This is an optimization exercise on Yosys and OpenROAD, whose aim is small area, not a production implementation. Only simulation tests tie the RTL to the original design; equivalence was not proved. The flow treats the clock pin as an ideal source, which a real chip does not have. Power figures rest on the tool's default switching activity, not on a simulated workload.

== run A ==
## leveltwo_top
module leveltwo_top
#(
    parameter int META_DELAY = 4
) (
    input  wire  logic                                    clk_i,
    input  wire  logic                                    arst_n_i,
    input  wire  logic [l2_pkg::NTIO*l2_pkg::TRIG_W-1:0]  tio_trig_i,
    input  wire  logic [l2_pkg::NTIO*l2_pkg::META_W-1:0]  tio_meta_i,
    input  wire  logic                                    holdoff_i,
    input  wire  logic                                    dead_i,
    input  wire  logic                                    logictype_i,
    input  wire  logic                                    rf_en_i,
    input  wire  logic [l2_pkg::MASK_LF_LSB+1:0]          mask_i,
    output logic [l2_pkg::NTIO*l2_pkg::META_W-1:0]        tio_meta_o,
    output logic [l2_pkg::NPOL*l2_pkg::NSECT-1:0]         leveltwo_o,
    output logic [l2_pkg::NPOL-1:0]                       mie_o,
    output logic [1:0]                                    lf_o,
    output logic                                          aux_o,
    output logic                                          levelthree_o,
    output logic                                          trig_o
);
export LEC_CHECK = 0
export CAP_MARGIN = 20
export CORE_MARGIN = 2
export CORE_UTILIZATION = 62
export SLEW_MARGIN = 20
create_clock -name core_clock -period 3.0 [get_ports {clk_i}]
standard.sh (not shown) runs the stock make flow with config.mk's settings and CLKGATE_MAP_FILE= SYNTH_SCRIPT=/design/flow/synth_recipe.tcl, a recipe that flattens the netlist after the stock synthesis.
==> flow/flow/run.sh <==
#!/bin/bash
# The standard layout (standard.sh), with the port buffers chosen here:
# a delay cell on each input, buf_1 on each output; and CTS buffer options.
set -euo pipefail
export IN_BUF_CELL=sky130_fd_sc_hd__dlygate4sd1_1
export PRE_GLOBAL_PLACE_TCL=$PWD/flow/pre_gpl.tcl
export BUFFER_PORTS_ARGS="-outputs -buffer_cell sky130_fd_sc_hd__buf_1"
bash standard.sh finish > standard_flow.log 2>&1
==> flow/flow/pre_gpl.tcl <==
# inputs get a delay-cell buffer (hold on input-to-register paths),
# outputs get buf_1 (BUFFER_PORTS_ARGS in run.sh)
buffer_ports -inputs -buffer_cell $::env(IN_BUF_CELL)
Run A finished all stages; the layout is clean.
Changes in run B relative to run A:
- putting GPL_TIMING_DRIVEN at 0 where nothing was set
- swapping 62 for 66 in CORE_UTILIZATION
==> flow/flow/run.sh <==
#!/bin/bash
# The standard layout (standard.sh) with buf_1 port buffers, hold repair
# with plain buffers only, and CTS without dummy loads.
set -euo pipefail
export IN_BUF_CELL=sky130_fd_sc_hd__buf_1
export PRE_GLOBAL_PLACE_TCL=$PWD/flow/pre_gpl.tcl
export BUFFER_PORTS_ARGS="-outputs -buffer_cell sky130_fd_sc_hd__buf_1"
export CTS_ARGS="-sink_clustering_enable -repair_clock_nets -dont_use_dummy_load -sink_clustering_size 20 -sink_clustering_max_diameter 50 -buf_list sky130_fd_sc_hd__clkbuf_8"
export PRE_CTS_TCL=$PWD/flow/no_dly.tcl
export PRE_GLOBAL_ROUTE_TCL=$PWD/flow/no_dly.tcl
export PRE_DETAIL_ROUTE_TCL=$PWD/flow/no_dly.tcl
bash standard.sh finish > standard_flow.log 2>&1
==> flow/flow/no_dly.tcl (new file) <==
# repair hold with plain buffers rather than the large delay cells
set_dont_use [get_lib_cells {sky130_fd_sc_hd__dlygate* sky130_fd_sc_hd__clkdlybuf* sky130_fd_sc_hd__dlymetal*}]
==> flow/flow/pre_gpl.tcl <==
# inputs get their own port buffer cell; outputs are buffered by the
# standard buffer_ports call (BUFFER_PORTS_ARGS in run.sh)
buffer_ports -inputs -buffer_cell $::env(IN_BUF_CELL)
==> comparison <==
Cmp run A and run B / worst voltage drop across the vdd grid / lower: run A
Compared with run A, run B ends up with a smaller final cell area.
For the met3 track demand over resource in global routing, run B came in 0.29 points higher than run A did.
Compared with run A, in run B core utilization of the finished layout lost 2.4 points; effective utilization at floorplan picked up an extra 4.6 points; global-route usage picked up an extra 0.91 points; maximum operating frequency picked up an extra 0.87%.

========
== v6 ==
leveltwo_top again, from the RTL that the note above started with.
==> flow/design.v (excerpt) <==
module leveltwo_top
#(
    parameter int META_DELAY = 4
) (
    input  wire  logic                                    clk_i,
    input  wire  logic                                    arst_n_i,
    input  wire  logic [l2_pkg::NTIO*l2_pkg::TRIG_W-1:0]  tio_trig_i,
    input  wire  logic [l2_pkg::NTIO*l2_pkg::META_W-1:0]  tio_meta_i,
    input  wire  logic                                    holdoff_i,
    input  wire  logic                                    dead_i,
    input  wire  logic                                    logictype_i,
    input  wire  logic                                    rf_en_i,
    input  wire  logic [l2_pkg::MASK_LF_LSB+1:0]          mask_i,
    output logic [l2_pkg::NTIO*l2_pkg::META_W-1:0]        tio_meta_o,
    output logic [l2_pkg::NPOL*l2_pkg::NSECT-1:0]         leveltwo_o,
    output logic [l2_pkg::NPOL-1:0]                       mie_o,
    output logic [1:0]                                    lf_o,
    output logic                                          aux_o,
    output logic                                          levelthree_o,
    output logic                                          trig_o
);
clock: 3.0 ns
lec_check: 0
cap_margin: 10
core_margin: 2
core_utilization: 70
gpl_timing_driven: 0
slew_margin: 10
==> flow/flow/run.sh <==
#!/bin/bash
# The standard layout (standard.sh) with buf_1 port buffers, hold repair
# with plain buffers only, and CTS without dummy loads.
set -euo pipefail
export IN_BUF_CELL=sky130_fd_sc_hd__buf_1
export PRE_GLOBAL_PLACE_TCL=$PWD/flow/pre_gpl.tcl
export BUFFER_PORTS_ARGS="-outputs -buffer_cell sky130_fd_sc_hd__buf_1"
export CTS_ARGS="-sink_clustering_enable -repair_clock_nets -dont_use_dummy_load -sink_clustering_size 37 -sink_clustering_max_diameter 60"
export PRE_CTS_TCL=$PWD/flow/no_dly.tcl
export PRE_GLOBAL_ROUTE_TCL=$PWD/flow/no_dly.tcl
export PRE_DETAIL_ROUTE_TCL=$PWD/flow/no_dly.tcl
bash standard.sh finish > standard_flow.log 2>&1
==> flow/flow/no_dly.tcl <==
# repair hold with plain buffers rather than the large delay cells
set_dont_use [get_lib_cells {sky130_fd_sc_hd__dlygate* sky130_fd_sc_hd__clkdlybuf* sky130_fd_sc_hd__dlymetal*}]
==> flow/flow/pre_gpl.tcl <==
# as the timing-driven standard flow does, drop synthesis buffers first
remove_buffers
# inputs get their own port buffer cell; outputs are buffered by the
# standard buffer_ports call (BUFFER_PORTS_ARGS in run.sh)
buffer_ports -inputs -buffer_cell $::env(IN_BUF_CELL)
v6 reached the final stage; the timing, DRC and antenna checks on its layout passed.
What v7 does differently from v6 at the input level:
Settings: changing CORE_UTILIZATION from 70 to 62; setting CTS_BUF_LIST to sky130_fd_sc_hd__clkbuf_8 for the first time; changing SLEW_MARGIN from 10 to 20; removing GPL_TIMING_DRIVEN (formerly 0); changing CAP_MARGIN from 10 to 20.
==> flow/flow/run.sh <==
#!/bin/bash
# The standard layout (standard.sh), with the port buffers chosen here:
# a delay cell on each input, buf_1 on each output; and CTS buffer options.
set -euo pipefail
export IN_BUF_CELL=sky130_fd_sc_hd__dlygate4sd1_1
export PRE_GLOBAL_PLACE_TCL=$PWD/flow/pre_gpl.tcl
export BUFFER_PORTS_ARGS="-outputs -buffer_cell sky130_fd_sc_hd__buf_1"
bash standard.sh finish > standard_flow.log 2>&1
==> flow/flow/pre_gpl.tcl <==
# inputs get a delay-cell buffer (hold on input-to-register paths),
# outputs get buf_1 (BUFFER_PORTS_ARGS in run.sh)
buffer_ports -inputs -buffer_cell $::env(IN_BUF_CELL)
removed: flow/flow/no_dly.tcl
==> notes.md <==
v7 completed every stage of the flow, and the final layout passed the timing, DRC and antenna checks. v6 → v7: cell area up about 13%; total half-perimeter wirelength after legalization and detailed placement flat. Re proportion of layout cells with a drive suffix above 1: v7 is 7.2 points up on v6. The combinational power share on v7 is in line with that on v6. In the metrics for v6 and v7, the one carrying the lower first-iteration DRC count is v7. Share of total power in sequential cells was lower in v7 than in v6. Per the comparison of v7 with v6, delay contributed by the slowest stage of the critical path dropped 0.06 ns, pin count of the biggest net entering global routing fell 61.

## re-timing with driven ports
The flow's constraints put no driver on any port. The routed layouts listed below were extracted and timed again, unchanged, in two steps.
Step 1, drivers: a clkbuf_16 drives clk_i and a buf_2 each remaining input, both assumed.
Step 2, shift: input delay + t, output delay - t, t = (earliest + latest rising clock arrival at the registers) / 2. This alone moves slack from input paths to output paths.
a / b / c = no drivers / after step 1 / after step 2; a / b = the first two.
run | t (ns) | setup slack, ns | cell pins on the clock port's net
run A | 0.702 | 0.053 / 0.053 / 0.053 | 1
run B | 0.689 | 0.078 / 0.051 / 0.078 | 1
v6 | 0.635 | 0.112 / 0.112 / 0.112 | 1
v7 | 0.813 | 0.161 / 0.105 / 0.176 | 1
After both steps every run listed still meets setup and hold.
